From an optimization exercise on the open Yosys and OpenROAD flow, aimed at small area; shortcuts taken in it are not production practice.
Only simulation tests tie the RTL to the original design; equivalence was not proved.
Power figures rest on the tool's default switching activity, not on a simulated workload.

==> flow/design.v <==
`timescale 1ns/1ps
module sdf_delay_line #(
	parameter int depth = 64,
	parameter int width = 32
) (
	input  logic             clk,
	input  logic             en_i,
	input  logic             hold_i,
	input  logic [width-1:0] data_i,
	output logic [width-1:0] data_o
);
	logic [width-1:0] sr [depth];
	logic [width-1:0] src [depth];
	assign src[0] = data_i;
	for (genvar i = 1; i < depth; i++) begin : g_src
		assign src[i] = sr[i-1];
	end
	always_ff @(posedge clk) begin
		for (int i = 0; i < depth; i++) begin
			sr[i] <= ~((src[i] | {width{hold_i}}) & (sr[i] | {width{en_i}}));
		end
	end
	assign data_o = sr[depth-1];
endmodule
`timescale 1ns/1ps
module r4_seq_ctl #(
	parameter int fft_points = 256
) (
	input  logic       clk,
	input  logic       rst_n,
	input  logic       advance_i,
	output logic [1:0] phase_o,
	output logic       primed_o,
	output logic       flip_o
);
	localparam int cnt_w = $clog2(fft_points);
	localparam logic [1:0] compute = 2'd3;
	logic [cnt_w-1:0] cnt;
	logic             primed;
	logic             flip;
	always_ff @(posedge clk) begin
		if (!rst_n) begin
			cnt <= '0;
		end else if (advance_i) begin
			cnt <= cnt + 1'b1;
		end
	end
	assign phase_o = cnt[cnt_w-1 -: 2];
	always_ff @(posedge clk) begin
		if (!rst_n) begin
			primed <= 1'b0;
		end else if (phase_o == compute) begin
			primed <= 1'b1;
		end
	end
	always_ff @(posedge clk) begin
		if (!rst_n) begin
			flip <= 1'b0;
		end else begin
			flip <= !flip;
		end
	end
	assign primed_o = primed;
	assign flip_o   = flip;
endmodule
`timescale 1ns/1ps
module r4_butterfly #(
	parameter int sample_w = 16
) (
	input  logic [2*sample_w-1:0] a_i,
	input  logic [2*sample_w-1:0] b_i,
	input  logic [2*sample_w-1:0] c_i,
	input  logic [2*sample_w-1:0] d_i,
	output logic [2*sample_w-1:0] x0_o,
	output logic [2*sample_w-1:0] x1_o,
	output logic [2*sample_w-1:0] x2_o,
	output logic [2*sample_w-1:0] x3_o
);
	localparam int w1 = sample_w + 1;
	localparam int w2 = sample_w + 2;
	logic signed [sample_w-1:0] ar, ai, br, bi, cr, ci, dr, di;
	logic signed [w1-1:0] pr, pi, mr, mi, qr, qi, rr, ri;
	logic signed [w2-1:0] s0_re, s0_im, s1_re, s1_im, s2_re, s2_im, s3_re, s3_im;
	assign ar = a_i[2*sample_w-1:sample_w];
	assign ai = a_i[sample_w-1:0];
	assign br = b_i[2*sample_w-1:sample_w];
	assign bi = b_i[sample_w-1:0];
	assign cr = c_i[2*sample_w-1:sample_w];
	assign ci = c_i[sample_w-1:0];
	assign dr = d_i[2*sample_w-1:sample_w];
	assign di = d_i[sample_w-1:0];
	assign pr = {ar[sample_w-1], ar} + {cr[sample_w-1], cr};
	assign pi = {ai[sample_w-1], ai} + {ci[sample_w-1], ci};
	assign mr = {ar[sample_w-1], ar} - {cr[sample_w-1], cr};
	assign mi = {ai[sample_w-1], ai} - {ci[sample_w-1], ci};
	assign qr = {br[sample_w-1], br} + {dr[sample_w-1], dr};
	assign qi = {bi[sample_w-1], bi} + {di[sample_w-1], di};
	assign rr = {br[sample_w-1], br} - {dr[sample_w-1], dr};
	assign ri = {bi[sample_w-1], bi} - {di[sample_w-1], di};
	assign s0_re = {pr[w1-1], pr} + {qr[w1-1], qr};
	assign s0_im = {pi[w1-1], pi} + {qi[w1-1], qi};
	assign s2_re = {pr[w1-1], pr} - {qr[w1-1], qr};
	assign s2_im = {pi[w1-1], pi} - {qi[w1-1], qi};
	assign s1_re = {mr[w1-1], mr} + {ri[w1-1], ri};
	assign s1_im = {mi[w1-1], mi} - {rr[w1-1], rr};
	assign s3_re = {mr[w1-1], mr} - {ri[w1-1], ri};
	assign s3_im = {mi[w1-1], mi} + {rr[w1-1], rr};
	assign x0_o = {s0_re[w2-1:2], s0_im[w2-1:2]};
	assign x1_o = {s1_re[w2-1:2], s1_im[w2-1:2]};
	assign x2_o = {s2_re[w2-1:2], s2_im[w2-1:2]};
	assign x3_o = {s3_re[w2-1:2], s3_im[w2-1:2]};
endmodule
`timescale 1ns/1ps
module r4_sdf_stage #(
	parameter int fft_points = 256,
	parameter int sample_w   = 16
) (
	input  logic                  clk,
	input  logic                  rst_n,
	input  logic                  in_valid_i,
	input  logic [2*sample_w-1:0] in_data_i,
	output logic                  in_ready_o,
	output logic                  out_valid_o,
	output logic [2*sample_w-1:0] out_data_o,
	input  logic                  out_ready_i
);
	localparam int depth = fft_points / 4;
	localparam int cw    = 2 * sample_w;
	localparam logic [1:0] compute = 2'd3;
	logic          advance;
	logic [1:0]    phase;
	logic          primed;
	logic          flip;
	logic          is_compute;
	logic          line_en;
	logic          line_hold;
	logic [cw-1:0] seg_d [3];
	logic [cw-1:0] seg_q [3];
	logic [cw-1:0] tap_a;
	logic [cw-1:0] tap_b;
	logic [cw-1:0] tap_c;
	logic [cw-1:0] x0;
	logic [cw-1:0] x1;
	logic [cw-1:0] x2;
	logic [cw-1:0] x3;
	logic [cw-1:0] out_data_q;
	logic          out_valid_q;
	assign in_ready_o = !out_valid_q || out_ready_i;
	assign advance    = in_valid_i && in_ready_o;
	r4_seq_ctl #(
		.fft_points(fft_points)
	) u_seq_ctl (
		.clk(clk),
		.rst_n(rst_n),
		.advance_i(advance),
		.phase_o(phase),
		.primed_o(primed),
		.flip_o(flip)
	);
	assign is_compute = (phase == compute);
	assign line_en   = advance || !rst_n;
	assign line_hold = !advance || !rst_n;
	assign seg_d[0] = (is_compute ? x3 : in_data_i) ^ {cw{flip}};
	assign seg_d[1] = is_compute ? (x2 ^ {cw{flip}}) : seg_q[0];
	assign seg_d[2] = is_compute ? (x1 ^ {cw{flip}}) : seg_q[1];
	for (genvar i = 0; i < 3; i++) begin : g_seg
		sdf_delay_line #(
			.depth(depth),
			.width(cw)
		) u_seg (
			.clk(clk),
			.en_i(line_en),
			.hold_i(line_hold),
			.data_i(seg_d[i]),
			.data_o(seg_q[i])
		);
	end
	assign tap_a = seg_q[2] ^ {cw{flip}};
	assign tap_b = seg_q[1] ^ {cw{flip}};
	assign tap_c = seg_q[0] ^ {cw{flip}};
	r4_butterfly #(
		.sample_w(sample_w)
	) u_butterfly (
		.a_i(tap_a),
		.b_i(tap_b),
		.c_i(tap_c),
		.d_i(in_data_i),
		.x0_o(x0),
		.x1_o(x1),
		.x2_o(x2),
		.x3_o(x3)
	);
	always_ff @(posedge clk) begin
		if (advance) begin
			out_data_q <= is_compute ? x0 : tap_a;
		end
	end
	always_ff @(posedge clk) begin
		if (!rst_n) begin
			out_valid_q <= 1'b0;
		end else if (advance) begin
			out_valid_q <= primed || is_compute;
		end else if (out_ready_i) begin
			out_valid_q <= 1'b0;
		end
	end
	assign out_valid_o = out_valid_q;
	assign out_data_o  = out_data_q;
endmodule
==> flow/run.sh <==
#!/bin/bash
# synth_recipe.tcl (not shown) runs the flow's synth.tcl, then flattens the netlist and writes it again
# the make line also repeats each setting of config.mk as NAME=value (left out here)
make -C /OpenROAD-flow-scripts/flow DESIGN_CONFIG=/design/flow/config.mk WORK_HOME=/design/flow/orfs CLKGATE_MAP_FILE= SYNTH_SCRIPT=/design/flow/synth_recipe.tcl finish
==> flow/config.mk <==
export PLATFORM = sky130hd
export DESIGN_NAME = r4_sdf_stage
export DESIGN_NICKNAME = r4_sdf_stage
export VERILOG_FILES = /design/flow/design.v
export SDC_FILE = /design/flow/constraint.sdc
export NUM_CORES = 4
export LEC_CHECK = 0
export CAP_MARGIN = 20
export CORE_MARGIN = 2
export CORE_UTILIZATION = 40
export SLEW_MARGIN = 20
==> flow/constraint.sdc <==
create_clock -name core_clock -period 5.0 [get_ports {clk}]
set_input_delay 1.0000 -clock core_clock [delete_from_list [all_inputs] [get_ports {clk}]]
set_output_delay 1.0000 -clock core_clock [all_outputs]
set_load 0.01 [all_outputs]
==> impl_metrics.toml, run 1 <==
[run_status]
status = "complete, but fails checks"
so_faults = "setup timing"

[route]
drtIter0Drc = 6895
route.final.wire_length_um = 365000
drc = 0
wl_per_cell_um = 16.2
num_vias = 121794
firstDrtPassIters = 7
ant_nets = 0
avgViaCountPerCell = 5.42

[floorplanning]
num_rows = 248
chipWidth_um = 679
initial_core_util_pct = 40.1
pin_count = 70
coreArea_sq_um = 455000
die-area_sq_um = 462000
dieHeight_um = 679

[synth]
netlist_top_cells_area = "dfxtp_1 (68%), o22ai_1 (21%), clkbuf_1 (3.0%), ha_1 (1.4%), xnor2_1 (1.2%)"
synth_edf_count = 32
synth_common_cells = "dfxtp_1 (6155), o22ai_1 (6081), clkbuf_1 (1453), xnor2_1 (243), inv_1 (223)"
yosysMostFrequentCell = "dfxtp_1"
netlist_instances = 15898
ys_async_sr_fraction_pct = 0
yosys_warnings = 8
synth_top_flop_cell = "dfxtp_1"
syn_area_sq_um = 182000
synth_top_area_share_pct = 67.5
yosysTopAreaCell = "dfxtp_1"
ys_types = 83
ys_seq_elements = 6187
synth_seq_area_share_pct = 68.0
syn_avg_cell_area_sq_um = 11.5

[setup_path]
crit_type = "reg2reg"
critPathSlowestCell = "dfxtp_4"
critPathMaxStageDelay_ns = 0.37
cp_top_family = "compound AO/OA/AOI/OAI gates"
cp_max_fo = 4
required_ns = 5.90
crit_buf_inv = 3
cp.arrival_ns = 7.21
start_kind = "flop"
cp-end-kind = "flop"
path_common_cell = "maj3_2"

[grt]
track_usage_pct = 15.0
grt_pass1_wl_um = 594000
grt.overflow.total = 0
grt_pass1_vias = 112623
grt_max_degree = 176
antenna_found_initial = 22

[timing]
setup_viol = 74
min_period_ns = 6.30
hold_viol = 0
drv_slew = 0
maxSlewHeadroom_pct = 30.7
final.setup.tns_ns = -54.27
finalWorstSetupSlack_ns = -1.30
holdWs_ns = 0.405
timing.fmax_ghz = 0.159
rsz0062_at_grt = "yes"
clock_skew_ns = 0.0582
min_period_over_period_pct = 126
worstMarginPinSlew_ns = 1.04

[job]
drv_cap = 0

[clock_network]
clockBufferDepth = 4
clkLatencyLatePin_ns = 1.06
cts_buffers = 582
clock-sinks = 6187
htree_levels = 6
root_buffer = "clkbuf_16"
path_clk_slew_ns = 0.06
cts_tree = "yes"

[place]
gp_congestion = 0.819
pre_cts_slack_ns = -1.78
io_buffers = 69
dpl.hpwl_um = 219000

[power]
total_power_mw = 121
peakVddDrop_uv = 363
powerDensity_nw_per_um2 = 558
leakagePower_nw = 84.2

[final_layout]
fillers = 41247
drive_gt1_share_pct = 13.7
nets = 16223
area_delta_synth_final_pct = 18.7

[hold_path]
holdCritPathClass = "reg2reg"
where the power goes:
group	total [mW]	leakage, nW	internal, mW	switching, mW
sequential	57.9	51.9	54.8	3.17
combinational	18.7	22.6	9.90	8.76
clock	44.4	9.65	25.9	18.5
total	121	84.2	90.6	30.4
through the flow:
stage,instances,utilization [%],cell area [sq um]
finish,22460,47.6,217000
global route,22451,47.6,217000
CTS,22426,47.3,215000
detailed placement,21341,42.6,194000
global placement,21341,42.6,194000
floorplan,15898,-,183000
worst paths after layout:
check,from,end,slack (ns),cells past startpoint
hold reg to reg,g_seg[2].u_seg.sr[59][3]$_DFF_P_,g_seg[2].u_seg.sr[60][3]$_DFF_P_,0.41,1
hold / removal,g_seg[2].u_seg.sr[59][3]$_DFF_P_,g_seg[2].u_seg.sr[60][3]$_DFF_P_,0.41,1
setup / recovery,u_seq_ctl.flip$_SDFF_PN0_,g_seg[0].u_seg.sr[0][29]$_DFF_P_,-1.30,27
setup reg to reg,u_seq_ctl.flip$_SDFF_PN0_,g_seg[0].u_seg.sr[0][29]$_DFF_P_,-1.30,27
flip-flops by register name (all words and copies together), names as in the netlist:
register          count
u_seq_ctl.cnt         8
out_valid_q           1
out_data_q           32
u_seq_ctl.primed      1
g_seg.u_seg.sr     6144
u_seq_ctl.flip        1
cells by family after synthesis:
logic type | after synthesis | share of synthesized area, %
buffers and inverters | 1734 | 3.59
AND/OR/NAND/NOR | 553 | 1.36
flip-flops | 6187 | 68.0
multiplexers | 24 | 0.137
XOR/XNOR | 401 | 1.92
adder cells (fa/ha/maj) | 272 | 1.79
AO/OA/AOI/OAI | 6727 | 23.2
placed cells by master (no fill, tap or decap), drive strengths merged, types with 14 or more instances in the layout:
| cell type | instances |
|---|---|
| dfxtp | 6155 |
| o22ai | 6082 |
| buf | 942 |
| clkbuf | 866 |
| inv | 258 |
| xnor2 | 243 |
| nand2 | 213 |
| ha | 198 |
| a21oi | 195 |
| xor2 | 158 |
| nor2 | 154 |
| o21ai | 141 |
| clkinv | 101 |
| o21bai | 86 |
| maj3 | 70 |
| clkdlybuf4s50 | 69 |
| a211oi | 62 |
| nand3 | 39 |
| nor3 | 38 |
| bufinv | 36 |
| edfxtp | 32 |
| a21o | 27 |
| nand2b | 22 |
| nor2b | 19 |
| mux2i | 16 |
| o211ai | 14 |
| or3 | 14 |
| a2111oi | 14 |
metal layers:
layer / up-vias / track usage (%) / part of all wire (%)
met5: - / 0 / 0.013
met4: 8 / 3.68 / 1.9
met3: 532 / 2.38 / 4.1
met2: 1431 / 22.0 / 42
met1: 57887 / 22.8 / 52
li1: 61936 / - / -
final cells by class:
type / instances / area (sq um) / share of cell area, %
clock inverters: 183 / 2400 / 1.11
diodes: 10 / 25.0 / 0.0116
flip-flops and latches: 6187 / 124000 / 57.3
inverters: 225 / 877 / 0.405
multi-input cells: 7977 / 54400 / 25.1
clock buffers: 866 / 17200 / 7.96
repair buffers: 1012 / 10000 / 4.63
well taps: 6000 / 7510 / 3.47
repair_timing:
| item | 4_1_cts | 5_1_grt |
|---|---|---|
| buffers inserted | 52 | 43 |
| resized for setup | 318 | 253 |
| hold buffers | 0 | 0 |
| endpoints found under the setup margin | 90 | 83 |
| pin swaps | 203 | 156 |
| gates cloned | 1 | 0 |
==> inputs of run 2 (changes only) <==
--- a/flow/design.v
+++ b/flow/design.v
@@ -73,2 +73,3 @@
 	input  logic [2*sample_w-1:0] d_i,
+	input  logic                  flip_i,
 	output logic [2*sample_w-1:0] x0_o,
@@ -80,25 +81,31 @@
 	localparam int w2 = sample_w + 2;
-	logic signed [sample_w-1:0] ar, ai, br, bi, cr, ci, dr, di;
-	logic signed [w1-1:0] pr, pi, mr, mi, qr, qi, rr, ri;
-	logic signed [w2-1:0] s0_re, s0_im, s1_re, s1_im, s2_re, s2_im, s3_re, s3_im;
-	assign ar = a_i[2*sample_w-1:sample_w];
-	assign ai = a_i[sample_w-1:0];
-	assign br = b_i[2*sample_w-1:sample_w];
-	assign bi = b_i[sample_w-1:0];
-	assign cr = c_i[2*sample_w-1:sample_w];
-	assign ci = c_i[sample_w-1:0];
-	assign dr = d_i[2*sample_w-1:sample_w];
-	assign di = d_i[sample_w-1:0];
-	assign pr = {ar[sample_w-1], ar} + {cr[sample_w-1], cr};
-	assign pi = {ai[sample_w-1], ai} + {ci[sample_w-1], ci};
-	assign mr = {ar[sample_w-1], ar} - {cr[sample_w-1], cr};
-	assign mi = {ai[sample_w-1], ai} - {ci[sample_w-1], ci};
-	assign qr = {br[sample_w-1], br} + {dr[sample_w-1], dr};
-	assign qi = {bi[sample_w-1], bi} + {di[sample_w-1], di};
-	assign rr = {br[sample_w-1], br} - {dr[sample_w-1], dr};
-	assign ri = {bi[sample_w-1], bi} - {di[sample_w-1], di};
-	assign s0_re = {pr[w1-1], pr} + {qr[w1-1], qr};
-	assign s0_im = {pi[w1-1], pi} + {qi[w1-1], qi};
-	assign s2_re = {pr[w1-1], pr} - {qr[w1-1], qr};
-	assign s2_im = {pi[w1-1], pi} - {qi[w1-1], qi};
+	logic [w1-1:0] ar, ai, br, bi, cr, ci, dr, di;
+	logic [w1-1:0] pr, pi, mr, mi, qr, qi, rr, ri;
+	logic [w2-1:0] s0_re, s0_im, s1_re, s1_im, s2_re, s2_im, s3_re, s3_im;
+	logic [w1-1:0] f1;
+	logic [w2-1:0] f2;
+	logic [w2-1:0] nf2;
+	assign ar = {a_i[2*sample_w-1], a_i[2*sample_w-1:sample_w]};
+	assign ai = {a_i[sample_w-1], a_i[sample_w-1:0]};
+	assign br = {b_i[2*sample_w-1], b_i[2*sample_w-1:sample_w]};
+	assign bi = {b_i[sample_w-1], b_i[sample_w-1:0]};
+	assign cr = {c_i[2*sample_w-1], c_i[2*sample_w-1:sample_w]};
+	assign ci = {c_i[sample_w-1], c_i[sample_w-1:0]};
+	assign dr = {d_i[2*sample_w-1], d_i[2*sample_w-1:sample_w]};
+	assign di = {d_i[sample_w-1], d_i[sample_w-1:0]};
+	assign f1  = {{(w1-1){1'b0}}, flip_i};
+	assign f2  = {{(w2-1){1'b0}}, flip_i};
+	assign nf2 = {{(w2-1){1'b0}}, !flip_i};
+	assign pr = ar + cr + f1;
+	assign pi = ai + ci + f1;
+	assign qr = br + dr + f1;
+	assign qi = bi + di + f1;
+	assign mr = ar + ~cr + {{(w1-1){1'b0}}, !flip_i};
+	assign mi = ai + ~ci + {{(w1-1){1'b0}}, !flip_i};
+	assign rr = br - dr;
+	assign ri = bi - di;
+	assign s0_re = {pr[w1-1], pr} + {qr[w1-1], qr} + f2;
+	assign s0_im = {pi[w1-1], pi} + {qi[w1-1], qi} + f2;
+	assign s2_re = {pr[w1-1], pr} + ~{qr[w1-1], qr} + nf2;
+	assign s2_im = {pi[w1-1], pi} + ~{qi[w1-1], qi} + nf2;
 	assign s1_re = {mr[w1-1], mr} + {ri[w1-1], ri};
@@ -138,5 +145,3 @@
 	logic [cw-1:0] seg_q [3];
-	logic [cw-1:0] tap_a;
-	logic [cw-1:0] tap_b;
-	logic [cw-1:0] tap_c;
+	logic [cw-1:0] in_s;
 	logic [cw-1:0] x0;
@@ -162,5 +167,6 @@
 	assign line_hold = !advance || !rst_n;
-	assign seg_d[0] = (is_compute ? x3 : in_data_i) ^ {cw{flip}};
-	assign seg_d[1] = is_compute ? (x2 ^ {cw{flip}}) : seg_q[0];
-	assign seg_d[2] = is_compute ? (x1 ^ {cw{flip}}) : seg_q[1];
+	assign in_s     = in_data_i ^ {cw{flip}};
+	assign seg_d[0] = is_compute ? x3 : in_s;
+	assign seg_d[1] = is_compute ? x2 : seg_q[0];
+	assign seg_d[2] = is_compute ? x1 : seg_q[1];
 	for (genvar i = 0; i < 3; i++) begin : g_seg
@@ -177,5 +183,2 @@
 	end
-	assign tap_a = seg_q[2] ^ {cw{flip}};
-	assign tap_b = seg_q[1] ^ {cw{flip}};
-	assign tap_c = seg_q[0] ^ {cw{flip}};
 	r4_butterfly #(
@@ -183,6 +186,7 @@
 	) u_butterfly (
-		.a_i(tap_a),
-		.b_i(tap_b),
-		.c_i(tap_c),
-		.d_i(in_data_i),
+		.a_i(seg_q[2]),
+		.b_i(seg_q[1]),
+		.c_i(seg_q[0]),
+		.d_i(in_s),
+		.flip_i(flip),
 		.x0_o(x0),
@@ -194,3 +198,3 @@
 		if (advance) begin
-			out_data_q <= is_compute ? x0 : tap_a;
+			out_data_q <= (is_compute ? x0 : seg_q[2]) ^ {cw{flip}};
 		end
--- a/flow/config.mk
+++ b/flow/config.mk
@@ -7,5 +7,10 @@
 export LEC_CHECK = 0
+export ABC_AREA = 1
 export CAP_MARGIN = 20
 export CORE_MARGIN = 2
-export CORE_UTILIZATION = 40
+export CORE_UTILIZATION = 65
+export CTS_BUF_LIST = sky130_fd_sc_hd__clkbuf_8
+export CTS_CLUSTER_DIAMETER = 60
+export CTS_CLUSTER_SIZE = 20
+export PLACE_DENSITY = 0.75
 export SLEW_MARGIN = 20
==> run 2 against run 1 <==
- sequential share of layout area up 5.2 points
- core utilization up 22 points
- via count up 2.2%
- synthesized cell count up 5.4%
- area after synthesis up 2.0%
- die area down 37%
- the run now finishes clean
==> impl_metrics.toml, run 2 <==
[power]
leakagePower_nw = 78.0
p_seq_share_pct = 58.5
peakVddDrop_uv = 364
power.switching_mw = 28.6
intPower_mw = 70.8
powerDensity_nw_per_um2 = 501
power_frac_comb_pct = 19.2
p_clk_share_pct = 22.4
p_sw_share_pct = 28.8

[synth]
synth_common_cells = "dfxtp_1 (6155), o22ai_1 (6064), buf_2 (923), nand2_1 (776), inv_1 (454)"
syn_area_sq_um = 186000
synth_edf_count = 32
synth_seq_area_share_pct = 66.7
syn_avg_cell_area_sq_um = 11.1
yosys_warnings = 8
synth_top_flop_cell = "dfxtp_1"
yosysMostFrequentCell = "dfxtp_1"
netlist_instances = 16760
ys_seq_elements = 6187
ys_types = 59
netlist_top_cells_area = "dfxtp_1 (66%), o22ai_1 (20%), buf_2 (2.5%), ha_1 (1.8%), nand2_1 (1.6%)"
yosysTopAreaCell = "dfxtp_1"
ys_async_sr_fraction_pct = 0
synth_top_area_share_pct = 66.2

[timing]
min_period_ns = 4.72
setup_viol = 0
hold_viol = 0
rsz0062_at_grt = "no"
worstMarginPinSlew_ns = 0.892
timing.fmax_ghz = 0.212
maxSlewHeadroom_pct = 40.6
drv_slew = 0
clock_skew_ns = 0.0795
min_period_over_period_pct = 94.3
holdWs_ns = 0.401

[clock_network]
cts_buffers = 369
cts_resized = 0
cts_tree = "yes"
root_buffer = "clkbuf_8"
clock-sinks = 6187
cts_hold_buf = 0
htree_levels = 5
clkLatencyLatePin_ns = 1.09
post_cts_buffers = 0
path_clk_slew_ns = 0.12
clockBufferDepth = 4

[floorplanning]
die-area_sq_um = 291000
coreArea_sq_um = 285000
num_rows = 196
pin_count = 70
dieHeight_um = 539
chipWidth_um = 539
initial_core_util_pct = 65.3

[setup_path]
cp_max_fo = 12
cp-end-kind = "flop"
required_ns = 5.83
startpoint = "u_seq_ctl.flip$_SDFF_PN0_"
r2r_start = "u_seq_ctl.flip$_SDFF_PN0_"
crit_type = "reg2reg"
start_kind = "flop"
cp.arrival_ns = 5.54

[final_layout]
reg_top3 = "g_seg.u_seg.sr x6144, out_data_q x32, u_seq_ctl.cnt x8"
final_cell_mix = "dfxtp_1 (6154), o22ai_1 (6064), buf_4 (782), nand2_1 (775), inv_1 (466)"
finish.utilization_pct = 69.7
largest_reg_flops = 6144
area_delta_synth_final_pct = 6.69
drive_gt1_share_pct = 8.63
nets = 16944
regMostFlops = "g_seg.u_seg.sr"
final_common_cell = "dfxtp_1"

[grt]
grt_max_degree = 200
track_usage_pct = 26.5
antenna_found_initial = 4
grt.overflow.total = 0
grt_pass1_wl_um = 645000
grt_pass1_vias = 117252

[route]
firstDrtPassIters = 7
ant_nets = 0
drc = 0
avgViaCountPerCell = 6.07
num_vias = 124466
route.final.wire_length_um = 401000
drtIter0Drc = 9340
wl_per_cell_um = 19.5

[hold_path]
hp-start = "g_seg[2].u_seg.sr[0][11]$_DFF_P_"
holdCritPathClass = "reg2reg"

[place]
dpl.hpwl_um = 262000
gp_congestion = 0.919
io_buffers = 69

[job]
drv_cap = 0

[run_status]
status = "timing/DRC/antenna clean"
[run 2: path summary, 6_finish.rpt]
kind / endpoint / slack [ns] / depth (start not counted)
min: g_seg[2].u_seg.sr[1][11]$_DFF_P_ / 0.40 / 1
max: out_data_q[28]$_DFFE_PP_ / 0.28 / 22
min reg2reg: g_seg[2].u_seg.sr[1][11]$_DFF_P_ / 0.40 / 1
max reg2reg: out_data_q[28]$_DFFE_PP_ / 0.28 / 22
[run 2: worst max-delay path, stage by stage, from the launching register on]
cell,delay [ns]
dfxtp_4,0.45
buf_12,0.18
buf_4,0.20
fa_1,0.53
fa_1,0.52
nand4_1,0.15
nand3_1,0.17
nand2_1,0.10
nand2_1,0.05
a21oi_1,0.15
xor2_1,0.38
inv_1,0.13
ha_1,0.42
inv_1,0.09
nor2_1,0.18
inv_1,0.10
o21bai_1,0.13
a21oi_1,0.07
buf_4,0.15
nand3_1,0.07
nand3_1,0.08
nand3_1,0.08
nand2_1,0.05
[run 2: logic make-up (layout without fill, tap and decap cells)]
group                    Yosys count  after routing  synth area share (%)
other                              0              3                     0
flip-flops                      6187           6187                  66.7
buffers and inverters           1930           1901                  4.88
XOR/XNOR                         175            175                 0.827
AND/OR/NAND/NOR                 1410           1410                  3.19
adder cells (fa/ha/maj)          274            274                  1.89
AO/OA/AOI/OAI                   6784           6784                  22.5
[run 2: power groups by stage]
stage	registers (mW)	logic (mW)	clock network, mW
6_report	58.1	19.1	22.2
3_3_place_gp	59.2	18.8	0
2_1_floorplan	57.8	11.2	0
5_1_grt	58.7	21.1	24.5
3_5_place_dp	59.2	18.9	0
4_1_cts	58.1	19.0	22.8
[run 2: through the flow]
step | cells | TNS, ns | power, mW | instance area, sq um | worst slack (ns)
2_1_floorplan | 16760 | 0 | 69.1 | 186000 | 0.925
3_3_place_gp | 20020 | -5.18 | 78.0 | 192000 | -0.245
3_5_place_dp | 20020 | -6.59 | 78.0 | 192000 | -0.275
4_1_cts | 20488 | 0 | 99.9 | 199000 | 0.198
5_1_grt | 20495 | 0 | 104 | 199000 | 0.0234
6_report | 20496 | 0 | 99.4 | 199000 | 0.283
[run 2: area by class of cell]
cell class                 count  area (sq um)
sequential                  6187        124000
multi-input combinational   8643         52900
antenna                        3          7.51
timing repair buffer         963          8800
fill                       21255         86300
clock inverter                84           933
tap                         3762          4710
clock buffer                 384          5290
inverter                     470          1790
[run 2: layer usage]
metal  vias to the layer above  part of all wire (%)  track usage (%)
met2                      1811                    46             42.3
met5                         -                0.0027                0
met1                     59152                    48             38.4
met4                         2                   3.3             8.56
met3                       499                   2.8             2.32
li1                      63002                     -                -
==> inputs of run 3 (changes only) <==
--- a/flow/config.mk
+++ b/flow/config.mk
@@ -7,3 +7,2 @@
 export LEC_CHECK = 0
-export ABC_AREA = 1
 export CAP_MARGIN = 20
==> run 3 against run 2 <==
- largest power group unchanged
- highest routed layer is now met4
- global-route usage is 1.2 points higher
- still clean
- worst hold slack got worse by 0.011 ns
- die area down 2.9%
==> impl_metrics.toml, run 3 <==
[timing]
timing.fmax_ghz = 0.206
rsz0062_at_grt = "yes"
hold_viol = 0
setup_viol = 0
maxSlewHeadroom_pct = 27.3
drv_slew = 0
clock_skew_ns = 0.132
finalWorstSetupSlack_ns = 0.137
min_period_over_period_pct = 97.3
final.setup.tns_ns = 0
min_period_ns = 4.86
worstMarginPinSlew_ns = 1.09

[floorplanning]
dieHeight_um = 531
num_rows = 193
initial_core_util_pct = 65.4
coreArea_sq_um = 276000
pin_count = 70
die-area_sq_um = 282000
chipWidth_um = 531

[clock_network]
clock-sinks = 6187
clkLatencyLatePin_ns = 1.12
cts_hold_buf = 0
root_buffer = "clkbuf_8"
clockBufferDepth = 4
htree_levels = 5
cts_tree = "yes"
path_clk_slew_ns = 0.12
cts_buffers = 367

[grt]
grt_max_degree = 242
antenna_found_initial = 5
grt.overflow.total = 0
track_usage_pct = 27.8
grt_pass1_wl_um = 647000
grt_pass1_vias = 114424

[synth]
yosysTopAreaCell = "dfxtp_1"
synth_edf_count = 32
syn_area_sq_um = 181000
yosys_warnings = 8
ys_types = 83
ys_seq_elements = 6187
netlist_top_cells_area = "dfxtp_1 (68%), o22ai_1 (21%), clkbuf_1 (2.9%), ha_1 (1.8%), xnor2_1 (0.95%)"
yosysMostFrequentCell = "dfxtp_1"
synth_common_cells = "dfxtp_1 (6155), o22ai_1 (6072), clkbuf_1 (1414), ha_1 (262), inv_1 (216)"
synth_seq_area_share_pct = 68.7
synth_top_flop_cell = "dfxtp_1"
syn_avg_cell_area_sq_um = 11.6
synth_top_area_share_pct = 68.2
netlist_instances = 15599
ys_async_sr_fraction_pct = 0

[setup_path]
critPathSlowestCell = "dfxtp_4"
cp_max_fo = 7
r2r-end = "g_seg[2].u_seg.sr[0][14]$_DFF_P_"
start_kind = "flop"
cp-end-kind = "flop"
crit_type = "reg2reg"
reg2reg_depth = 26
cp.arrival_ns = 5.81
rrSetupSlack_ns = 0.14
critPathMaxStageDelay_ns = 0.36
r2r_start = "u_seq_ctl.flip$_SDFF_PN0_"
required_ns = 5.94

[place]
dpl.hpwl_um = 272000
gp_congestion = 0.915
io_buffers = 69
pre_cts_slack_ns = -1.11

[final_layout]
area_delta_synth_final_pct = 7.37
regMostFlops = "g_seg.u_seg.sr"
drive_gt1_share_pct = 8.46
fillers = 19405
reg_top3 = "g_seg.u_seg.sr x6144, out_data_q x32, u_seq_ctl.cnt x8"
final-seq-area_sq_um = 124000
final_cell_mix = "dfxtp_1 (6153), o22ai_1 (6072), buf_4 (636), clkbuf_8 (377), ha_1 (253)"
multi_input_area_sq_um = 50900
nets = 15642
final_common_cell = "dfxtp_1"
largest_reg_flops = 6144

[route]
firstDrtPassIters = 6
route.final.wire_length_um = 413000
num_vias = 121781
drtIter0Drc = 9580
wl_per_cell_um = 21.6
ant_nets = 0
avgViaCountPerCell = 6.37
drc = 0

[hold_path]
min_to = "g_seg[2].u_seg.sr[3][2]$_DFF_P_"
hold-path-cell-count = 1
hp-start = "g_seg[2].u_seg.sr[2][2]$_DFF_P_"
holdCritPathClass = "reg2reg"

[power]
powerDensity_nw_per_um2 = 497
leakagePower_nw = 75.3
peakVddDrop_uv = 422
total_power_mw = 96.4

[job]
drv_cap = 0

[run_status]
status = "timing/DRC/antenna clean"
run 3: how the worst max path moves through the flow:
stage | cells after the start | end | slack [ns] | startpoint
final | 26 | g_seg[2].u_seg.sr[0][14]$_DFF_P_ | 0.14 | u_seq_ctl.flip$_SDFF_PN0_
after global routing | 26 | g_seg[2].u_seg.sr[0][15]$_DFF_P_ | -0.04 | u_seq_ctl.flip$_SDFF_PN0_
after CTS | 23 | out_data_q[13]$_DFFE_PP_ | -0.0009 | u_seq_ctl.flip$_SDFF_PN0_
after detailed placement | 23 | g_seg[2].u_seg.sr[0][15]$_DFF_P_ | -1.11 | in_data_i[16]
after global placement | 23 | g_seg[2].u_seg.sr[0][15]$_DFF_P_ | -1.20 | in_data_i[16]
after floorplan | 22 | g_seg[2].u_seg.sr[0][15]$_DFF_P_ | 0.02 | in_data_i[16]
run 3: repair_timing:
action | in CTS | in global routing
setup buffers | 0 | 8
setup endpoints to repair | 24 | 41
resized for setup | 14 | 93
pin swaps | 0 | 37
run 3: worst max-delay path: cells and delay by family (launching register included):
family                     cells  cell delay (ns)
DFF                            1             0.36
AOI/OAI and AO/OA             12             2.08
and+or+nand+nor                3             0.50
xor gates and xnor gates       3             0.51
adders and majority gates      3             0.78
buffers and inverters          5             0.56
run 3: metrics by stage:
stage | hold slack, ns | area, sq um | std cells | utilization [%]
finish | 0.390 | 194000 | 19114 | 70.2
global route | 0.408 | 194000 | 19112 | 70.2
CTS | 0.381 | 194000 | 19103 | 70.0
detailed placement | 0.427 | 188000 | 18660 | 67.8
global placement | 0.417 | 188000 | 18660 | 67.8
floorplan | 0.411 | 181000 | 15599 | -
run 3: per-layer routing:
layer / track usage (%) / up-vias / wire length [um]
li1: - / 59497 / -
met1: 42.0 / 59383 / 201000
met2: 43.2 / 2410 / 187000
met3: 2.57 / 491 / 15800
met4: 6.37 / 0 / 8830
met5: 0 / - / 0
run 3: power by group:
part | total [mW] | switching (mW) | internal, mW
Clock | 21.8 | 14.5 | 7.37
Sequential | 58.4 | 3.68 | 54.7
Combinational | 16.2 | 8.22 | 7.95
run 3: cell families after synthesis:
logic type / after synthesis / share of synthesized area [%]
buf+inv: 1664 / 3.46
fa+ha+maj: 274 / 1.95
xor+xnor: 275 / 1.33
flops: 6187 / 68.7
compound gates: 6643 / 23.1
mux: 9 / 0.0547
simple gates: 547 / 1.40
run 3: cell type report:
cell class              count  area share, %
flip-flops and latches   6187           64.0
multi-input cells        7748           26.2
repair buffers            810           3.90
clock buffers             377           2.67
well taps                3705           2.39
inverters                 218          0.422
clock inverters            66          0.407
diodes                      3        0.00387
==> inputs of run 4 (changes only) <==
--- a/flow/config.mk
+++ b/flow/config.mk
@@ -9,3 +9,3 @@
 export CORE_MARGIN = 2
-export CORE_UTILIZATION = 65
+export CORE_UTILIZATION = 75
 export CTS_BUF_LIST = sky130_fd_sc_hd__clkbuf_8
@@ -13,3 +13,4 @@
 export CTS_CLUSTER_SIZE = 20
-export PLACE_DENSITY = 0.75
+export GPL_TIMING_DRIVEN = 0
+export PLACE_DENSITY = 0.82
 export SLEW_MARGIN = 20
==> run 4 against run 3 <==
- the layout now fails its checks (setup timing)
- final area fell by 0.45%
- largest cell class unchanged
- sequential share of layout area grew 0.29 points
- highest routed layer is now met5
- core utilization up 10 points
- largest power group unchanged
- final cell count rose by 1.1%
==> impl_metrics.toml, run 4 <==
[run_status]
status = "complete, but fails checks"
so_faults = "setup timing"

[route]
drc = 0
route.final.wire_length_um = 433000
num_vias = 128746
drtIter0Drc = 11286
wl_per_cell_um = 22.4
firstDrtPassIters = 8
avgViaCountPerCell = 6.66
ant_nets = 0

[final_layout]
largest_reg_flops = 6144
area_delta_synth_final_pct = 6.89
reg_top3 = "g_seg.u_seg.sr x6144, out_data_q x32, u_seq_ctl.cnt x8"
regMostFlops = "g_seg.u_seg.sr"
design_area_sq_um = 193000
final_cell_mix = "dfxtp_1 (6151), o22ai_1 (6070), clkbuf_1 (1394), clkbuf_8 (370), ha_1 (233)"
final_common_cell = "dfxtp_1"
drive_gt1_share_pct = 4.68
nets = 16412

[synth]
synth_edf_count = 32
yosysMostFrequentCell = "dfxtp_1"
synth_top_flop_cell = "dfxtp_1"
synth_common_cells = "dfxtp_1 (6155), o22ai_1 (6072), clkbuf_1 (1414), ha_1 (262), inv_1 (216)"
syn_avg_cell_area_sq_um = 11.6
netlist_instances = 15599
ys_types = 83
synth_seq_area_share_pct = 68.7
synth_compound_area_share_pct = 23.1
syn_area_sq_um = 181000
ys_async_sr_fraction_pct = 0
yosysTopAreaCell = "dfxtp_1"
netlist_top_cells_area = "dfxtp_1 (68%), o22ai_1 (21%), clkbuf_1 (2.9%), ha_1 (1.8%), xnor2_1 (0.95%)"
synth_top_family_by_area = "compound AO/OA/AOI/OAI gates"
synth_top_area_share_pct = 68.2
yosys.area_share.adder_pct = 1.95
synth_xor_xnor_area_share_pct = 1.33
synthMuxAreaShare_pct = 0.0547
ys_seq_elements = 6187
synth_simple_gate_area_share_pct = 1.40
yosys_warnings = 8

[setup_path]
start_kind = "flop"
cp.arrival_ns = 6.09
rrSetupSlack_ns = -0.22
required_ns = 5.87
cp-end-kind = "flop"
crit_type = "reg2reg"
r2r_start = "u_seq_ctl.flip$_SDFF_PN0_"
cp_max_fo = 7
r2r-end = "out_data_q[30]$_DFFE_PP_"
reg2reg_depth = 16

[power]
leakagePower_nw = 73.3
powerDensity_nw_per_um2 = 487
peakVddDrop_uv = 460

[grt]
grt.overflow.total = 0
grt_pass1_vias = 123020
antenna_found_initial = 16
grt_max_degree = 35
grt_pass1_wl_um = 679000
track_usage_pct = 33.9

[clock_network]
cts_tree = "yes"
htree_levels = 5
clkLatencyLatePin_ns = 1.20
path_clk_slew_ns = 0.12
clock-sinks = 6187
clockBufferDepth = 4
root_buffer = "clkbuf_8"
cts_buffers = 366

[floorplanning]
num_rows = 180
pin_count = 70
dieHeight_um = 495
initial_core_util_pct = 75.3
coreArea_sq_um = 240000
die-area_sq_um = 245000
chipWidth_um = 495

[timing]
rsz0062_at_grt = "yes"
min_period_over_period_pct = 104
min_period_ns = 5.22
timing.fmax_ghz = 0.192
finalWorstSetupSlack_ns = -0.219
maxSlewHeadroom_pct = 17.7
setup_viol = 5
clock_skew_ns = 0.125
final.setup.tns_ns = -0.578
hold_viol = 0
worstMarginPinSlew_ns = 1.23
drv_slew = 0

[hold_path]
hp-start = "rst_n"
min_to = "g_seg[1].u_seg.sr[0][24]$_DFF_P_"
holdCritPathClass = "in2reg"
hold-path-cell-count = 2

[place]
place_area_sq_um = 186000
gp_congestion = 1.02
io_buffers = 68
dpl.hpwl_um = 314000

[job]
drv_cap = 0
## run 4: changes by cell type in the layout (fill, tap and decap cells not counted), sizes merged
cell	delta
clkbuf	+1397
buf	-633
inv	-17
clkinv	-13
bufinv	-6
clkinvlp	-3
diode	+2
dlymetal6s2s	-2
clkdlybuf4s50	+1
## run 4: layout make-up
cell class,count,area (sq um)
diodes,5,12.5
flip-flops and latches,6187,124000
repair buffers,146,1360
inverters,218,823
fillers,14134,46900
plain buffers,1435,5480
multi-input cells,7748,52000
clock buffers,369,5080
well taps,3185,3990
clock inverters,27,275
## run 4: how the worst max path moves through the flow
stage | cells past startpoint | start | slack [ns] | end
after floorplan | 22 | in_data_i[16] | 0.02 | g_seg[2].u_seg.sr[0][15]$_DFF_P_
after global placement | 23 | in_data_i[1] | -1.69 | out_data_q[14]$_DFFE_PP_
after detailed placement | 22 | in_data_i[16] | -1.77 | g_seg[0].u_seg.sr[0][13]$_DFF_P_
after CTS | 24 | u_seq_ctl.flip$_SDFF_PN0_ | -0.04 | g_seg[2].u_seg.sr[0][14]$_DFF_P_
after global routing | 20 | u_seq_ctl.flip$_SDFF_PN0_ | -0.16 | out_data_q[15]$_DFFE_PP_
final | 16 | u_seq_ctl.flip$_SDFF_PN0_ | -0.22 | out_data_q[30]$_DFFE_PP_
## run 4: repair_timing
action	in CTS	in global routing
cloned	1	0
hold buffers	0	0
setup endpoints to repair	73	66
gates resized for setup	181	145
pin swaps	70	97
setup buffers	48	24
## run 4: cell families after synthesis
| logic type | count (synthesis) |
|---|---|
| adders and majority gates | 274 |
| and+or+nand+nor | 547 |
| DFF | 6187 |
| AOI/OAI and AO/OA | 6643 |
| muxes | 9 |
| buffers and inverters | 1664 |
| xor gates and xnor gates | 275 |
## run 4: metal layers
metal | up-vias | track usage, % | share of wire (%)
li1 | 60880 | - | -
met1 | 62621 | 48.1 | 45
met2 | 4388 | 53.7 | 46
met3 | 841 | 5.06 | 6.6
met4 | 16 | 11.2 | 3.2
met5 | - | 0 | 0.025
## run 4: power by group
| group | internal, mW | total [mW] | switching, mW |
|---|---|---|---|
| Clock | 6.79 | 20.8 | 14.0 |
| Combinational | 6.36 | 14.7 | 8.36 |
| Sequential | 54.7 | 58.7 | 3.94 |
## run 4: per-stage QoR
| stage | utilization [%] | total power [mW] | hold slack (ns) | setup slack [ns] | instances |
|---|---|---|---|---|---|
| after floorplan | - | 67.5 | 0.411 | 0.0193 | 15599 |
| after global placement | 77.3 | 71.6 | 0.419 | -1.69 | 18852 |
| after global routing | 80.5 | 97.6 | 0.226 | -0.158 | 19316 |
| after detailed placement | 77.3 | 72.3 | 0.427 | -1.77 | 18856 |
| final | 80.5 | 94.2 | 0.270 | -0.219 | 19320 |
| after CTS | 80.1 | 93.1 | 0.174 | -0.0385 | 19296 |
## run 4: worst max-delay path, stage by stage (launching register included)
cell	delay, ns
dfxtp_4	0.37
buf_8	0.14
clkbuf_16	0.17
buf_12	0.13
buf_4	0.12
buf_4	0.17
xor2_1	0.96
ha_1	0.40
clkbuf_1	0.19
nor3b_1	0.19
mux2_1	0.34
or4_4	0.55
ha_2	0.19
a221o_1	0.40
xnor2_2	0.32
o21ai_2	0.16
xnor2_2	0.17
==> inputs of run 5 (changes only) <==
==> flow/flow/run.sh (new file) <==
#!/bin/bash
# Layout: the standard flow (standard.sh) with two changes made through
# ORFS variables:
#  - REMOVE_ABC_BUFFERS=1: the floorplan step deletes the buffers ABC put on
#    high-fanout nets, so the resizer rebuilds those trees after placement
#    (with GPL_TIMING_DRIVEN 0 in config.mk, global placement would otherwise
#    keep them);
#  - CTS_ARGS: the standard CTS arguments with config.mk's clustering and
#    buffer settings, plus -dont_use_dummy_load, so CTS adds no balancing
#    dummy cells.
# Each tool's log stays under orfs/logs; make's own output goes to make.log.
set -euo pipefail
cd "$(dirname "$0")/.."
export REMOVE_ABC_BUFFERS=1
export CTS_ARGS="-sink_clustering_enable -repair_clock_nets -sink_clustering_size 20 -sink_clustering_max_diameter 60 -buf_list sky130_fd_sc_hd__clkbuf_8 -dont_use_dummy_load"
bash standard.sh finish > make.log 2>&1
==> flow/standard.sh (new file) <==
#!/bin/bash
# synth_recipe.tcl (not shown) runs the flow's synth.tcl, then flattens the netlist and writes it again
# the make line also repeats each setting of config.mk as NAME=value (left out here)
make -C /OpenROAD-flow-scripts/flow DESIGN_CONFIG=/design/flow/config.mk WORK_HOME=/design/flow/orfs CLKGATE_MAP_FILE= SYNTH_SCRIPT=/design/flow/synth_recipe.tcl "${@:-finish}"
--- a/flow/config.mk
+++ b/flow/config.mk
@@ -9,3 +9,3 @@
 export CORE_MARGIN = 2
-export CORE_UTILIZATION = 75
+export CORE_UTILIZATION = 65
 export CTS_BUF_LIST = sky130_fd_sc_hd__clkbuf_8
@@ -14,3 +14,4 @@
 export GPL_TIMING_DRIVEN = 0
-export PLACE_DENSITY = 0.82
+export PLACE_DENSITY = 0.75
+export SETUP_SLACK_MARGIN = 0.1
 export SLEW_MARGIN = 20
removed: flow/run.sh
==> run 5 against run 4 <==
- the run now finishes clean
- clock skew fell by 0.0084 ns
- total power down 2.4%
- sequential power is 2% lower
- register-to-register slack better by 0.35 ns
- area after synthesis unchanged
- die area is 15% higher
- critical path type unchanged
==> impl_metrics.toml, run 5 <==
[grt]
grt.overflow.total = 0
grt_pass1_vias = 108033
track_usage_pct = 21.6
antenna_found_initial = 9
grt_max_degree = 88
grt_pass1_wl_um = 536000

[final_layout]
nets = 15179
final_cell_mix = "dfxtp_1 (6151), o22ai_1 (6072), clkbuf_8 (365), ha_1 (240), inv_1 (210)"
final_cells = 18574
regMostFlops = "g_seg.u_seg.sr"
final_common_cell = "dfxtp_1"
drive_gt1_share_pct = 5.91
area_delta_synth_final_pct = 6.61
largest_reg_flops = 6144
finish.utilization_pct = 69.7
reg_top3 = "g_seg.u_seg.sr x6144, out_data_q x32, u_seq_ctl.cnt x8"

[setup_path]
r2r-end = "g_seg[2].u_seg.sr[0][15]$_DFF_P_"
cp.arrival_ns = 5.71
cp_max_fo = 7
cp-end-kind = "flop"
crit_type = "reg2reg"
start_kind = "flop"
rrSetupSlack_ns = 0.13
r2r_start = "u_seq_ctl.flip$_SDFF_PN0_"
required_ns = 5.85
reg2reg_depth = 23

[hold_path]
holdCritPathClass = "reg2reg"
hp-start = "g_seg[1].u_seg.sr[5][12]$_DFF_P_"
min_to = "g_seg[1].u_seg.sr[6][12]$_DFF_P_"
hold-path-cell-count = 1

[place]
io_buffers = 69
gp_congestion = 0.856
dpl.hpwl_um = 202000
dp_cells = 18113

[job]
drv_cap = 0

[timing]
hold_viol = 0
clock_skew_ns = 0.116
maxSlewHeadroom_pct = 37.3
worstMarginPinSlew_ns = 0.937
drv_slew = 0
min_period_over_period_pct = 97.3
min_period_ns = 4.87
rsz0062_at_grt = "yes"
timing.fmax_ghz = 0.206
setup_viol = 0

[synth]
ys_seq_elements = 6187
syn_area_sq_um = 181000
synth_edf_count = 32
syn_avg_cell_area_sq_um = 11.6
synth_common_cells = "dfxtp_1 (6155), o22ai_1 (6072), clkbuf_1 (1414), ha_1 (262), inv_1 (216)"
netlist_top_cells_area = "dfxtp_1 (68%), o22ai_1 (21%), clkbuf_1 (2.9%), ha_1 (1.8%), xnor2_1 (0.95%)"
synth_top_area_share_pct = 68.2
synth_seq_area_share_pct = 68.7
netlist_instances = 15599
synth_top_flop_cell = "dfxtp_1"
yosysMostFrequentCell = "dfxtp_1"
ys_async_sr_fraction_pct = 0
yosys_warnings = 8
yosysTopAreaCell = "dfxtp_1"
ys_types = 83

[power]
p_sw_share_pct = 26.2
powerDensity_nw_per_um2 = 477
power.switching_mw = 24.1
power_frac_comb_pct = 15.2
leakagePower_nw = 73.8
p_clk_share_pct = 22.0
total_power_mw = 91.9
peakVddDrop_uv = 373
intPower_mw = 67.8
p_seq_share_pct = 62.8

[route]
avgViaCountPerCell = 6.20
drc = 0
wl_per_cell_um = 17.4
drtIter0Drc = 6937
firstDrtPassIters = 5
num_vias = 115139
route.final.wire_length_um = 323000
ant_nets = 0

[floorplanning]
die-area_sq_um = 282000
pin_count = 70
num_rows = 193
dieHeight_um = 531
initial_core_util_pct = 65.4
chipWidth_um = 531
coreArea_sq_um = 276000

[clock_network]
path_clk_slew_ns = 0.11
cts_tree = "yes"
clock-sinks = 6187
clkLatencyLatePin_ns = 1.09
root_buffer = "clkbuf_8"
htree_levels = 5
clockBufferDepth = 4
cts_hold_buf = 0
cts_buffers = 365

[run_status]
status = "timing/DRC/antenna clean"
## run 5: cell count changes in the layout (fill, tap and decap cells not counted), sizes merged, moves of 3 or more
cell,before,now
clkbuf,1774,368
clkinvlp,6,0
inv,234,218
diode,5,2
buf,108,273
clkinv,5,1
## run 5: area by class of cell
class / count / area (sq um)
Sequential cell: 6187 / 124000
Fill cell: 19750 / 83800
Multi-Input combinational cell: 7750 / 51800
Timing Repair Buffer: 346 / 6260
Clock buffer: 365 / 5020
Tap cell: 3705 / 4640
Inverter: 218 / 850
Timing Repair inverter: 1 / 11.3
Antenna cell: 2 / 5.00
## run 5: what timing repair did
action | in CTS | in global routing
pin swaps | 46 | 73
resized for setup | 126 | 149
buffers inserted | 43 | 43
setup endpoints to repair | 468 | 287
gates cloned | 4 | 4
## run 5: critical path, cell delays in order (launching register included)
cell	delay, ns
dfxtp_4	0.46
buf_12	0.13
xor2_4	0.18
ha_4	0.16
inv_2	0.04
fa_2	0.36
nor2b_4	0.13
o21a_1	0.19
o21ai_2	0.13
a21oi_2	0.08
o21bai_1	0.21
a21oi_2	0.11
o31ai_4	0.28
nor2b_4	0.24
xor2_4	0.21
inv_2	0.08
ha_4	0.16
or3_4	0.34
o31ai_4	0.32
o31a_1	0.23
o21ba_4	0.20
o21bai_4	0.09
o31ai_2	0.21
o221ai_1	0.14
## run 5: worst max path at each step
stage,startpoint,end,slack (ns),cells past startpoint
after floorplan,out_ready_i,g_seg[0].u_seg.sr[0][29]$_DFF_P_,-112.95,4
after global placement,out_ready_i,g_seg[0].u_seg.sr[0][29]$_DFF_P_,-184.33,5
after detailed placement,in_data_i[1],out_data_q[14]$_DFFE_PP_,-1.82,22
after CTS,u_seq_ctl.flip$_SDFF_PN0_,g_seg[2].u_seg.sr[0][14]$_DFF_P_,0.06,23
after global routing,u_seq_ctl.flip$_SDFF_PN0_,g_seg[2].u_seg.sr[0][15]$_DFF_P_,-0.03,23
final,u_seq_ctl.flip$_SDFF_PN0_,g_seg[2].u_seg.sr[0][15]$_DFF_P_,0.13,23
## run 5: kinds of logic after synthesis
logic type,count (synthesis),share of synthesized area (%)
AO/OA/AOI/OAI,6643,23.1
XOR/XNOR,275,1.33
adder cells (fa/ha/maj),274,1.95
buffers and inverters,1664,3.46
flip-flops,6187,68.7
multiplexers,9,0.0547
AND/OR/NAND/NOR,547,1.40
## run 5: metrics by stage
stage	hold WS [ns]	worst slack [ns]	TNS (ns)	cell area [sq um]
4_1_cts	0.369	0.0571	0	192000
3_5_place_dp	0.427	-1.82	-1617.39	185000
5_1_grt	0.394	-0.0335	-0.0652	193000
3_3_place_gp	0.418	-184.33	-	181000
6_report	0.381	0.134	0	193000
2_1_floorplan	0.411	-112.95	-	175000
## run 5: power by group through the flow
stage	sequential [mW]	clock, mW	combinational (mW)
after floorplan	55.3	0	14.0
after global placement	55.5	0	16.6
final	57.7	20.2	13.9
after CTS	57.7	20.9	13.1
after global routing	58.4	22.6	15.3
after detailed placement	58.8	0	12.5
## run 5: metal layers
metal  routed length, um  up-vias  share of wire, %  global-route usage [%]
met5                   0        -                 0                       0
met2              149000     1209                46                    34.5
met1              156000    54969                48                    31.0
li1                    -    58468                 -                       -
met4               10000        0               3.1                    7.12
met3                8230      493               2.5                    2.16
==> inputs of run 6 (changes only) <==
--- a/flow/config.mk
+++ b/flow/config.mk
@@ -15,3 +15,2 @@
 export PLACE_DENSITY = 0.75
-export SETUP_SLACK_MARGIN = 0.1
 export SLEW_MARGIN = 20
==> run 6 against run 5 <==
- flip-flop and latch count unchanged
- register-to-register slack better by 0.02 ns
- count of clock-buffer cells in the layout unchanged
- global-route usage down 0.051 points
- die area unchanged
==> impl_metrics.toml, run 6 <==
[grt]
grt_pass1_vias = 107857
grt_max_degree = 88
grt.overflow.total = 0
track_usage_pct = 21.6
antenna_found_initial = 9
grt_pass1_wl_um = 535000

[floorplanning]
dieHeight_um = 531
coreArea_sq_um = 276000
chipWidth_um = 531
num_rows = 193
die-area_sq_um = 282000
pin_count = 70
initial_core_util_pct = 65.4

[route]
ant_nets = 0
num_vias = 115085
wl_met1_um = 156000
wl_met2_um = 148000
drc = 0
avgViaCountPerCell = 6.20
wl_met3_um = 8400
drtIter0Drc = 6947
route.final.wire_length_um = 322000
topRoutingLayerUsed = "met4"
wl_per_cell_um = 17.4
firstDrtPassIters = 6

[setup_path]
cp_top_family = "compound AO/OA/AOI/OAI gates"
reg2reg_depth = 21
cp_max_fo = 6
crit_chain = "buf_12 -> buf_4 -> fa_2 -> fa_2 -> nand2b_1 -> a21oi_1 -> nor2_1 -> o21bai_1 -> a21oi_2 -> o21ba_2 -> o41ai_1 -> nor2_1 -> xor2_1 -> ha_1 -> nor2_1 -> a21oi_1 -> a31oi_2 -> a221o_1 -> nor3b_1 -> o22ai_1 -> xnor2_1"
start_kind = "flop"
cp-end-kind = "flop"
cp.depth = 21
critPathMaxStageDelay_ns = 0.57
crit_buf_inv = 2
required_ns = 5.78
crit_type = "reg2reg"
path_common_cell = "nor2_1"
critPathSlowestCell = "o41ai_1"
cp.arrival_ns = 5.63

[final_layout]
largest_reg_flops = 6144
drive_gt1_share_pct = 5.60
regMostFlops = "g_seg.u_seg.sr"
finish.utilization_pct = 69.6
reg_top3 = "g_seg.u_seg.sr x6144, out_data_q x32, u_seq_ctl.cnt x8"
multi_input_area_sq_um = 51500
area_delta_synth_final_pct = 6.38
final_cell_mix = "dfxtp_1 (6153), o22ai_1 (6072), clkbuf_8 (365), ha_1 (239), inv_1 (211)"
design_area_sq_um = 192000
fillers = 19761
final_cells = 18554
nets = 15159
final_common_cell = "dfxtp_1"
final-seq-area_sq_um = 124000

[timing]
timing.fmax_ghz = 0.206
min_period_ns = 4.84
setup_viol = 0
min_period_over_period_pct = 96.9
rsz0062_at_grt = "yes"
worstMarginPinSlew_ns = 0.978
final.setup.tns_ns = 0
finalWorstSetupSlack_ns = 0.157
clock_skew_ns = 0.119
maxSlewHeadroom_pct = 34.6
hold_viol = 0
drv_slew = 0

[synth]
ys_seq_elements = 6187
synth_seq_area_share_pct = 68.7
netlist_top_cells_area = "dfxtp_1 (68%), o22ai_1 (21%), clkbuf_1 (2.9%), ha_1 (1.8%), xnor2_1 (0.95%)"
syn_avg_cell_area_sq_um = 11.6
yosysTopAreaCell = "dfxtp_1"
ys_async_sr_fraction_pct = 0
synth_top_area_share_pct = 68.2
ys_types = 83
synth_edf_count = 32
netlist_instances = 15599
synth_top_flop_cell = "dfxtp_1"
synth_common_cells = "dfxtp_1 (6155), o22ai_1 (6072), clkbuf_1 (1414), ha_1 (262), inv_1 (216)"
yosysMostFrequentCell = "dfxtp_1"
syn_area_sq_um = 181000
yosys_warnings = 8

[place]
io_buffers = 69
pre_cts_slack_ns = -1.82
dp_cells = 18113
gp_congestion = 0.856
dpl.hpwl_um = 202000
place_area_sq_um = 185000

[clock_network]
clkLatencyLatePin_ns = 1.09
htree_levels = 5
clock-sinks = 6187
cts_buffers = 365
clockBufferDepth = 4
root_buffer = "clkbuf_8"
path_clk_slew_ns = 0.11
cts_tree = "yes"
cts_hold_buf = 0

[hold_path]
hold-path-cell-count = 1
holdCritPathClass = "reg2reg"

[power]
powerDensity_nw_per_um2 = 476
peakVddDrop_uv = 372
leakagePower_nw = 73.6

[run_status]
status = "timing/DRC/antenna clean"

[job]
drv_cap = 0
run 6: final timing paths:
path                                    start                               end  slack, ns
max                 u_seq_ctl.flip$_SDFF_PN0_          out_data_q[31]$_DFFE_PP_       0.16
min          g_seg[1].u_seg.sr[5][12]$_DFF_P_  g_seg[1].u_seg.sr[6][12]$_DFF_P_       0.39
max reg2reg         u_seq_ctl.flip$_SDFF_PN0_          out_data_q[31]$_DFFE_PP_       0.16
min reg2reg  g_seg[1].u_seg.sr[5][12]$_DFF_P_  g_seg[1].u_seg.sr[6][12]$_DFF_P_       0.39
run 6: cell type report:
| type | instances | area share [%] |
|---|---|---|
| flip-flops and latches | 6187 | 64.6 |
| multi-input cells | 7750 | 26.8 |
| repair buffers | 326 | 3.16 |
| clock buffers | 365 | 2.61 |
| well taps | 3705 | 2.41 |
| inverters | 218 | 0.442 |
| repair inverters | 1 | 0.00586 |
| diodes | 2 | 0.00260 |
run 6: timing repair:
item / CTS / global route
cloned: 3 / 3
setup buffers: 23 / 45
pin swaps: 18 / 81
resized for setup: 87 / 146
setup endpoints to repair: 404 / 305
run 6: cells by family after synthesis:
kind of cell / share of synthesized area, %
XOR/XNOR: 1.33
buffers and inverters: 3.46
AO/OA/AOI/OAI: 23.1
flip-flops: 68.7
multiplexers: 0.0547
AND/OR/NAND/NOR: 1.40
adder cells (fa/ha/maj): 1.95
run 6: where the power goes:
group,internal (mW),switching [mW],total (mW)
clock network,6.59,13.6,20.2
registers,54.7,3.03,57.7
logic,6.31,7.28,13.6
total,67.6,23.9,91.5
run 6: per-layer routing:
| layer | global-route usage, % | vias to the layer above |
|---|---|---|
| met4 | 7.00 | 0 |
| met3 | 2.17 | 495 |
| met1 | 30.9 | 54897 |
| li1 | - | 58444 |
| met2 | 34.5 | 1249 |
| met5 | 0 | - |
run 6: stage by stage:
step	hold WS (ns)	power, mW
finish	0.386	91.5
detailed placement	0.427	71.3
CTS	0.369	91.6
global route	0.394	96.0
floorplan	0.411	69.2
global placement	0.418	72.1
==> inputs of run 7 (changes only) <==
--- a/flow/config.mk
+++ b/flow/config.mk
@@ -7,3 +7,3 @@
 export LEC_CHECK = 0
-export CAP_MARGIN = 20
+export CAP_MARGIN = 5
 export CORE_MARGIN = 2
@@ -15,2 +15,3 @@
 export PLACE_DENSITY = 0.75
-export SLEW_MARGIN = 20
+export SETUP_SLACK_MARGIN = 0.05
+export SLEW_MARGIN = 5
==> run 7 against run 6 <==
- flip-flop and latch count unchanged
- critical path type unchanged
- critical endpoint is now g_seg[2].u_seg.sr[0][14]$_DFF_P_
- worst hold slack got worse by 0.0098 ns
- largest power group unchanged
- via count about the same
==> impl_metrics.toml, run 7 <==
[job]
drv_cap = 0

[synth]
ys_async_sr_fraction_pct = 0
yosysMostFrequentCell = "dfxtp_1"
syn_area_sq_um = 181000
synth_seq_area_share_pct = 68.7
netlist_top_cells_area = "dfxtp_1 (68%), o22ai_1 (21%), clkbuf_1 (2.9%), ha_1 (1.8%), xnor2_1 (0.95%)"
synth_top_area_share_pct = 68.2
yosys_warnings = 8
synth_common_cells = "dfxtp_1 (6155), o22ai_1 (6072), clkbuf_1 (1414), ha_1 (262), inv_1 (216)"
synth_edf_count = 32
netlist_instances = 15599
ys_types = 83
yosysTopAreaCell = "dfxtp_1"
synth_top_flop_cell = "dfxtp_1"
syn_avg_cell_area_sq_um = 11.6
ys_seq_elements = 6187

[route]
num_vias = 115061
drtIter0Drc = 6905
wl_per_cell_um = 17.3
avgViaCountPerCell = 6.21
ant_nets = 0
drc = 0
firstDrtPassIters = 5
route.final.wire_length_um = 321000

[timing]
setup_viol = 0
rsz0062_at_grt = "yes"
maxSlewHeadroom_pct = 32.1
drv_slew = 0
holdWs_ns = 0.376
hold_viol = 0
min_period_ns = 4.90
finalWorstSetupSlack_ns = 0.102
clock_skew_ns = 0.110
timing.fmax_ghz = 0.204
worstMarginPinSlew_ns = 1.02
min_period_over_period_pct = 98.0

[place]
io_buffers = 69
place_area_sq_um = 185000
pre_cts_slack_ns = -1.78
gp_congestion = 0.856
dpl.hpwl_um = 199000

[power]
peakVddDrop_uv = 334
total_power_mw = 91.8
leakagePower_nw = 73.4
powerDensity_nw_per_um2 = 478

[grt]
grt_max_degree = 103
antenna_found_initial = 9
grt_pass1_wl_um = 532000
grt.overflow.total = 0
track_usage_pct = 21.4
grt_pass1_vias = 107935

[clock_network]
cts_hold_buf = 0
path_clk_slew_ns = 0.11
htree_levels = 5
clock-sinks = 6187
clockBufferDepth = 4
root_buffer = "clkbuf_8"
cts_tree = "yes"
cts_buffers = 364
clkLatencyLatePin_ns = 1.10

[floorplanning]
dieHeight_um = 531
die-area_sq_um = 282000
pin_count = 70
initial_core_util_pct = 65.4
coreArea_sq_um = 276000
chipWidth_um = 531
num_rows = 193

[setup_path]
start_kind = "flop"
cp_max_fo = 6
cp_top_family = "compound AO/OA/AOI/OAI gates"
critPathSlowestCell = "dfxtp_4"
crit_buf_inv = 5
required_ns = 5.86
crit_type = "reg2reg"
cp-end-kind = "flop"
critPathMaxStageDelay_ns = 0.42
crit_chain = "buf_16 -> buf_12 -> clkinv_16 -> fa_2 -> fa_2 -> a21o_1 -> a21oi_2 -> o21bai_1 -> a21oi_2 -> buf_4 -> xnor2_1 -> ha_2 -> nand2b_1 -> a21oi_1 -> o21ba_4 -> a2111oi_4 -> buf_4 -> o31ai_4 -> o31a_1 -> o21ba_4 -> o21bai_4 -> xnor2_2 -> o21ai_1"
cp.arrival_ns = 5.76

[final_layout]
nets = 15143
largest_reg_flops = 6144
regMostFlops = "g_seg.u_seg.sr"
final_common_cell = "dfxtp_1"
drive_gt1_share_pct = 5.70
design_area_sq_um = 192000
area_delta_synth_final_pct = 6.27
reg_top3 = "g_seg.u_seg.sr x6144, out_data_q x32, u_seq_ctl.cnt x8"
final_cell_mix = "dfxtp_1 (6154), o22ai_1 (6072), clkbuf_8 (364), ha_1 (236), inv_1 (209)"

[hold_path]
holdCritPathClass = "reg2reg"

[run_status]
status = "timing/DRC/antenna clean"
## run 7: cell counts after synthesis
No cell type changed its count.
## run 7: where the power goes
part | switching (mW) | internal [mW] | leakage, nW | total (mW)
sequential | 3.03 | 54.7 | 51.9 | 57.7
clock | 13.6 | 6.58 | 2.62 | 20.2
combinational | 7.41 | 6.48 | 18.9 | 13.9
## run 7: area by class of cell
type	instances	area, sq um
Sequential cell	6187	124000
Fill cell	19867	84400
Multi-Input combinational cell	7750	51800
Timing Repair Buffer	312	5660
Clock buffer	364	5010
Tap cell	3705	4640
Inverter	218	850
Antenna cell	4	10.0
## run 7: kinds of logic (layout without fill, tap and decap cells)
logic type,Yosys count,in the layout,share of synthesized area [%]
compound gates,6643,6643,23.1
xor+xnor,275,275,1.33
fa+ha+maj,274,274,1.95
buf+inv,1664,894,3.46
flops,6187,6187,68.7
mux,9,9,0.0547
other cells,0,4,0
simple gates,547,549,1.40
## run 7: path summary, 6_finish.rpt
path	cells after the start	slack, ns	startpoint	end
worst min-delay path	1	0.38	g_seg[1].u_seg.sr[0][30]$_DFF_P_	g_seg[1].u_seg.sr[1][30]$_DFF_P_
worst min register to register	1	0.38	g_seg[1].u_seg.sr[0][30]$_DFF_P_	g_seg[1].u_seg.sr[1][30]$_DFF_P_
worst max-delay path	23	0.10	u_seq_ctl.flip$_SDFF_PN0_	g_seg[2].u_seg.sr[0][14]$_DFF_P_
worst max register to register	23	0.10	u_seq_ctl.flip$_SDFF_PN0_	g_seg[2].u_seg.sr[0][14]$_DFF_P_
## run 7: metrics by stage
| stage | util (%) | std cells | setup TNS (ns) |
|---|---|---|---|
| global route | 69.5 | 18540 | -0.399 |
| finish | 69.5 | 18540 | 0 |
| floorplan | - | 14153 | - |
| global placement | 65.3 | 17927 | - |
| detailed placement | 66.9 | 18084 | -1525.76 |
| CTS | 69.1 | 18491 | -0.00975 |
## run 7: routing by layer
layer	global-route usage, %	part of all wire (%)	up-vias
met4	7.17	3.1	0
met5	0	0	-
met1	30.7	48	54931
met2	34.2	46	1248
met3	2.10	2.5	501
li1	-	-	58381
## run 7: repair_timing
action                                  4_1_cts  5_1_grt
gates resized for setup                     119      155
hold endpoints to repair                      0        0
endpoints found under the setup margin      136      146
pin swaps                                    35       83
buffers inserted                             42       43
gates cloned                                  1        3

## separate check: timing with driven ports
Ports are ideal in the flow. The routed layouts listed here were re-timed in OpenROAD.
Step 1 (the two cells are an assumption about what drives the block):
set clk [get_ports {clk}]
set_driving_cell -lib_cell sky130_fd_sc_hd__clkbuf_16 $clk
set_driving_cell -lib_cell sky130_fd_sc_hd__buf_2 [delete_from_list [all_inputs] $clk]
Step 2 also shifts input and output timing later by t, the mid clock arrival at the registers, as if the neighbouring blocks saw the same clock.
a / b / c = no drivers / after step 1 / after step 2; a / b = the first two.
run	t (ns)	slack for setup (ns)	worst setup path after step 2
run 1	1.138	-1.303 / -1.303 / -1.303	register to register
run 2	1.147	0.283 / 0.283 / -0.272	input to register
run 3	1.148	0.137 / 0.137 / -0.785	input to register
run 4	1.238	-0.219 / -0.219 / -1.134	input to register
run 5	1.131	0.134 / 0.134 / -0.878	input to register
run 6	1.129	0.157 / 0.157 / -0.935	input to register
run 7	1.132	0.102 / 0.102 / -0.997	input to register
With both steps, setup timing fails in 5 of these runs, where it was met with ideal ports. For run 7, which loses most, drivers alone change the setup slack by 0.000 ns; drivers and shift together by -1.099 ns.
